From an optimization exercise on the open Yosys and OpenROAD flow, aimed at small area, a short achievable clock period and few clock cycles per item; shortcuts taken in it are not production practice. The RTL was checked by simulation tests, not by an equivalence proof against the original design.

## rgb_to_hsv_converter_top
module rgb_to_hsv_converter_top (
  input  logic        clk,
  input  logic        rst,
  input  logic        in_valid,
  output logic        in_stall,
  input  logic [7:0]  red,
  input  logic [7:0]  green,
  input  logic [7:0]  blue,
  output logic        out_valid,
  input  logic        out_stall,
  output logic [14:0] hue,
  output logic [14:0] saturation,
  output logic [14:0] brightness
);
==> flow/config.mk <==
export PLATFORM = sky130hd
export DESIGN_NAME = rgb_to_hsv_converter_top
export DESIGN_NICKNAME = rgb_to_hsv_converter_top
export VERILOG_FILES = /design/flow/design.v
export SDC_FILE = /design/flow/constraint.sdc
export NUM_CORES = 4
export LEC_CHECK = 0
export ABC_AREA = 1
export CAP_MARGIN = 20
export CORE_MARGIN = 2
export CORE_UTILIZATION = 60
export SLEW_MARGIN = 20
==> flow/constraint.sdc <==
create_clock -name core_clock -period 14.0 [get_ports {clk}]
set_input_delay 2.8000 -clock core_clock [delete_from_list [all_inputs] [get_ports {clk}]]
set_output_delay 2.8000 -clock core_clock [all_outputs]
set_load 0.01 [all_outputs]
standard.sh (not shown) runs the stock make flow with config.mk's settings and CLKGATE_MAP_FILE= SYNTH_SCRIPT=/design/flow/synth_recipe.tcl, a recipe that flattens the netlist after the stock synthesis.
==> flow/flow/run.sh <==
#!/bin/bash
set -euo pipefail
bash standard.sh SETUP_SLACK_MARGIN=10.0 \
  "BUFFER_PORTS_ARGS=-buffer_cell sky130_fd_sc_hd__buf_2" \
  "CTS_ARGS=-sink_clustering_enable -repair_clock_nets -dont_use_dummy_load -buf_list sky130_fd_sc_hd__clkbuf_16 -sink_clustering_size 30 -sink_clustering_max_diameter 200" \
  finish > make_finish.log 2>&1
The baseline produced a clean layout.
Testbench counts at the start, summed over its fixed seeds: cycles 12,060, items 12,000.
Rerun with:
==> flow/flow/run.sh (replaced) <==
#!/bin/bash
set -euo pipefail
bash standard.sh SETUP_SLACK_MARGIN=10.0 \
  "BUFFER_PORTS_ARGS=-buffer_cell sky130_fd_sc_hd__buf_2" \
  "CTS_ARGS=-sink_clustering_enable -repair_clock_nets -dont_use_dummy_load -buf_list sky130_fd_sc_hd__clkbuf_16 -sink_clustering_size 30" \
  finish > make_finish.log 2>&1
Effect: The changed run went through all stages and came out clean; cell area rose by 2.0%; clock-buffer cell count rose by 31; fmax rose by 0.81%; synthesized area stays the same; setup slack improved by 32 ps; via count rose by 0.48%; first-iteration DRC count fell by 1.8%.


rgb_to_hsv_converter_top, a different RTL version from the one above (not shown whole).
Size in the first run: about 2900 cells after synthesis, roughly 460 flip-flops, roughly 75 I/O pins, about 28000 µm² of cells after synthesis.
Settings: LEC_CHECK=0, ABC_AREA=1, CAP_MARGIN=20, CORE_MARGIN=2, CORE_UTILIZATION=60, PLACE_DENSITY=0.75, SLEW_MARGIN=20; clock period 14.0 ns.
==> flow/flow/run.sh <==
#!/bin/bash
set -euo pipefail
bash standard.sh SETUP_SLACK_MARGIN=10.0 \
  "BUFFER_PORTS_ARGS=-buffer_cell sky130_fd_sc_hd__buf_2" \
  "CTS_ARGS=-sink_clustering_enable -repair_clock_nets -dont_use_dummy_load -buf_list sky130_fd_sc_hd__clkbuf_16 -sink_clustering_size 24 -sink_clustering_max_diameter 100" \
  finish > make_finish.log 2>&1
The starting point finished clean.
Testbench counts at the start, summed over its fixed seeds: cycles 12,060, items 12,000.
Next try:
- PLACE_DENSITY: 0.75 -> not set
Outcome:
- The changed run completed with no timing, DRC or antenna violations
- core utilization hardly moves
- final cell count stays flat
- clock-buffer cell count is unchanged
- worst setup slack gets better by 52 ps
- critical path depth does not change
- non-clock buffer count goes down by 2
Next try:
- CORE_UTILIZATION: 60 -> 75
=> Worst hold slack is better by 36 ps; design area hardly moves; wire length came out higher by 6.4%.


Starting RTL as in the previous note.
clock: 14.0 ns
lec_check: 0
abc_area: 1
cap_margin: 20
core_margin: 2
core_utilization: 60
slew_margin: 20
==> flow/flow/run.sh <==
#!/bin/bash
set -euo pipefail
bash standard.sh SETUP_SLACK_MARGIN=10.0 \
  "BUFFER_PORTS_ARGS=-buffer_cell sky130_fd_sc_hd__buf_2" \
  "CTS_ARGS=-sink_clustering_enable -repair_clock_nets -dont_use_dummy_load -buf_list sky130_fd_sc_hd__clkbuf_16 -sink_clustering_size 30" \
  finish > make_finish.log 2>&1
Testbench counts at the start, summed over its fixed seeds: cycles 12,060, items 12,000.
Then changed:
==> flow/flow/run.sh (replaced) <==
#!/bin/bash
set -euo pipefail
bash standard.sh SETUP_SLACK_MARGIN=10.0 \
  "BUFFER_PORTS_ARGS=-buffer_cell sky130_fd_sc_hd__buf_2" \
  "CTS_ARGS=-sink_clustering_enable -repair_clock_nets -dont_use_dummy_load -buf_list sky130_fd_sc_hd__clkbuf_16 -sink_clustering_size 22 -sink_clustering_max_diameter 150" \
  finish > make_finish.log 2>&1
Maximum frequency drops by a few percent.
Setup slack is worse by 0.14 ns.
Then changed:
==> flow/flow/run.sh (replaced) <==
#!/bin/bash
set -euo pipefail
bash standard.sh SETUP_SLACK_MARGIN=10.2 \
  "BUFFER_PORTS_ARGS=-buffer_cell sky130_fd_sc_hd__buf_2" \
  "CTS_ARGS=-sink_clustering_enable -repair_clock_nets -dont_use_dummy_load -buf_list sky130_fd_sc_hd__clkbuf_16 -sink_clustering_size 30" \
  finish > make_finish.log 2>&1
Via count goes up by a few percent; utilization goes up by 2.7 points; worst hold slack degrades by 0.0080 ns; worst setup slack improves by 0.14 ns; flip-flop and latch count is unchanged; count of clock-buffer cells in the layout goes up by 26; global-route usage goes up by 0.64 points.
Then changed:
==> flow/flow/run.sh (replaced) <==
#!/bin/bash
set -euo pipefail
bash standard.sh SETUP_SLACK_MARGIN=10.0 TNS_END_PERCENT=20 \
  "BUFFER_PORTS_ARGS=-buffer_cell sky130_fd_sc_hd__buf_2" \
  "CTS_ARGS=-sink_clustering_enable -repair_clock_nets -dont_use_dummy_load -buf_list sky130_fd_sc_hd__clkbuf_16 -sink_clustering_size 24 -sink_clustering_max_diameter 100" \
  finish > make_finish.log 2>&1
The new run passed the timing, design-rule and antenna checks.
Synthesized area stays the same.
Design area is lower by about 3.5%.
Fmax fell by about 2.5%.


red:
rgb_to_hsv_converter_top, a different RTL version from the one above (not shown whole).
For scale: roughly 3000 cells after synthesis, about 75 I/O pins.
// rgb_to_hsv_converter_top
module rgb_to_hsv_converter_top (
  input  logic        clk,
  input  logic        rst,
  input  logic        in_valid,
  output logic        in_stall,
  input  logic [7:0]  red,
  input  logic [7:0]  green,
  input  logic [7:0]  blue,
  output logic        out_valid,
  input  logic        out_stall,
  output logic [14:0] hue,
  output logic [14:0] saturation,
  output logic [14:0] brightness
);
  wire adv = ~out_valid | ~out_stall;
  logic       skid_v;
  logic [7:0] sk_r, sk_g, sk_b;
  assign in_stall = skid_v;
  always_ff @(posedge clk) begin
    if (rst) skid_v <= 1'b0;
    else if (skid_v) skid_v <= ~adv;
    else skid_v <= ~adv & in_valid;
    if (!skid_v) begin sk_r <= red; sk_g <= green; sk_b <= blue; end
  end
  logic       v0;
  logic [7:0] r0, g0, b0;
  always_ff @(posedge clk) begin
    if (rst) v0 <= 1'b0;
    else if (adv) v0 <= skid_v | in_valid;
    if (adv) begin
      r0 <= skid_v ? sk_r : red;
      g0 <= skid_v ? sk_g : green;
      b0 <= skid_v ? sk_b : blue;
    end
  end
  wire [7:0] f1_d, f1_dh, f1_mx, f1_np; wire [2:0] f1_k;
  rhc_front f1 (.r(r0), .g(g0), .b(b0), .d(f1_d), .dh(f1_dh), .mx(f1_mx), .np(f1_np), .k(f1_k));
  logic v1;
  logic [7:0] p1_d;
  logic [0:0] p1_eq;
  logic [7:0] p1_mx;
  logic [7:0] p1_np;
  logic [2:0] p1_k;
  always_ff @(posedge clk) begin
    if (rst) v1 <= 1'b0;
    else if (adv) v1 <= v0;
    if (adv) begin
      p1_d <= f1_d;
      p1_eq <= f1_dh[0] ^ f1_d[0];
      p1_mx <= f1_mx;
      p1_np <= f1_np;
      p1_k <= f1_k;
    end
  end
  wire [14:0] f2_n = {p1_d, 6'd0} + {1'b0, p1_d, 5'd0} + {5'd0, p1_d, 2'd0};
  wire [9:0] f2_ts = {1'b0, p1_mx, 1'b0} + {2'b0, p1_mx};
  wire [7:0] f2_rs = f2_n[14:7]; wire [6:0] f2_bs = f2_n[6:0];
  wire [5:0] w3 = f2_bs[5:0];
  wire [7:0] st4_r; wire st4_q;
  rhc_div_cell st4 (.r(f2_rs), .b(f2_bs[6]), .den(p1_mx), .r_n(st4_r), .q(st4_q));
  wire [7:0] f5_dh = {p1_d[7:1], p1_d[0] | p1_eq};
  wire [11:0] f5_m = {p1_np, 4'd0} - {4'd0, p1_np};
  wire [9:0] f5_th = {1'b0, f5_dh, 1'b0} + {2'b0, f5_dh};
  wire [7:0] f5_rh = f5_m[11:4]; wire [3:0] f5_bh = f5_m[3:0];
  logic v2;
  logic [2:0] p2_k;
  logic [7:0] p2_rs;
  logic [5:0] p2_bs;
  logic [7:0] p2_Ds;
  logic [0:0] p2_qs;
  logic [7:0] p2_rh;
  logic [3:0] p2_bh;
  logic [7:0] p2_Dh;
  always_ff @(posedge clk) begin
    if (rst) v2 <= 1'b0;
  ...
export LEC_CHECK = 0
export ABC_AREA = 1
export CAP_MARGIN = 20
export CORE_MARGIN = 2
export CORE_UTILIZATION = 40
export SLEW_MARGIN = 20
create_clock -name core_clock -period 14.0 [get_ports {clk}]
==> flow/flow/run.sh <==
#!/bin/bash
set -euo pipefail
bash standard.sh SETUP_SLACK_MARGIN=9.8 finish > make_finish.log 2>&1
Testbench counts of red, summed over its fixed seeds: cycles 12,066, items 12,000.
--- input diff red..blue ---
- removing ABC_AREA (formerly 1)
==> flow/flow/run.sh <==
#!/bin/bash
set -euo pipefail
bash standard.sh SETUP_SLACK_MARGIN=9.5 finish > make_finish.log 2>&1
### Flow results
- Clock insertion delay at the later pin of the skew report: red vs blue — no meaningful difference
- Diff red -> blue: critical path depth moved up, portion of the clock cycle consumed by the worst path in the final layout moved up, via count moved down.
- Run comparison: blue most common cell after layout, fill and taps aside sky130_fd_sc_hd__edfxtp_1; red most common cell after layout, fill and taps aside sky130_fd_sc_hd__nand2_1
- Going from red to blue, fmax shrank by a few percent.
- Relative to red, pre-CTS setup slack increased by 0.039 ns in blue.
- blue against red: worst reg2reg path depth went down by 4, sequential share of layout area +0.90 points.
What green does differently from blue at the input level:
- putting ABC_AREA at 1 where nothing was set
==> flow/flow/run.sh <==
#!/bin/bash
set -euo pipefail
bash standard.sh SETUP_SLACK_MARGIN=9.8 \
  "BUFFER_PORTS_ARGS=-buffer_cell sky130_fd_sc_hd__buf_2" \
  "CTS_ARGS=-sink_clustering_enable -repair_clock_nets -dont_use_dummy_load -buf_list sky130_fd_sc_hd__clkbuf_16 -sink_clustering_size 30" \
  finish > make_finish.log 2>&1
## What came out
- The detailed-route wire length per cell in green is 0.926 times that in blue.
- [compare] base=blue new=green: synthesized cell count now sits higher, cell count went up 412, die area increased by 2.8% relative to the old numbers, synthesis-to-finish area growth now sits lower, fraction of area in multi-input gates picked up an extra 0.62 points.
- Going from blue to green, the met1 demand-to-capacity share in global routing was found to have gone up by 1.2 points.
- Portion of netlist area occupied by mux cells delta for green relative to blue: 4.6 points lower

==> separate check: timing with driven ports <==
Ports are ideal in the flow. The routed layouts listed here were re-timed in OpenROAD.
Step 1 (the two cells are an assumption about what drives the block):
set clk [get_ports {clk}]
set_driving_cell -lib_cell sky130_fd_sc_hd__clkbuf_16 $clk
set_driving_cell -lib_cell sky130_fd_sc_hd__buf_2 [delete_from_list [all_inputs] $clk]
Step 2 also shifts input and output timing later by t, the mid clock arrival at the registers, as if the neighbouring blocks saw the same clock.
Three values: ideal ports, drivers, drivers and shift; two values: the first two.
run | t, ns | slack for setup (ns) | worst setup path after step 2 | slew at the worst register clock pin (ns) | worst data-port slew with drivers (ns)
the first run of note 1 | 0.607 | 9.970 / 9.908 / 9.499 | input to register | 0.12 / 0.12 | 0.03
the second run of note 1 | 0.623 | 10.002 / 9.945 / 9.437 | input to register | 0.07 / 0.07 | 0.03
the first run of note 2 | 0.605 | 10.014 / 9.961 / 9.529 | input to register | 0.10 / 0.10 | 0.03
the second run of note 2 | 0.623 | 10.066 / 10.010 / 9.546 | input to register | 0.10 / 0.10 | 0.03
the third run of note 2 | 0.615 | 10.048 / 9.991 / 9.621 | input to register | 0.10 / 0.10 | 0.04
the first run of note 3 | 0.636 | 10.079 / 10.017 / 9.572 | input to register | 0.06 / 0.06 | 0.03
the second run of note 3 | 0.627 | 9.938 / 9.976 / 9.349 | input to register | 0.10 / 0.10 | 0.03
the third run of note 3 | 0.637 | 10.076 / 10.016 / 9.704 | input to register | 0.06 / 0.06 | 0.03
the fourth run of note 3 | 0.621 | 9.975 / 9.915 / 9.516 | input to register | 0.10 / 0.10 | 0.03
red | 0.661 | 9.886 / 9.825 / 9.286 | input to register | 0.06 / 0.06 | 0.04
blue | 0.659 | 9.645 / 9.653 / 9.020 | input to register | 0.07 / 0.07 | 0.04
green | 0.647 | 9.876 / 9.813 / 9.381 | input to register | 0.06 / 0.06 | 0.03
After both steps every run listed still meets setup and hold. For blue, which loses most, drivers alone change the setup slack by +0.008 ns; drivers and shift together by -0.625 ns.
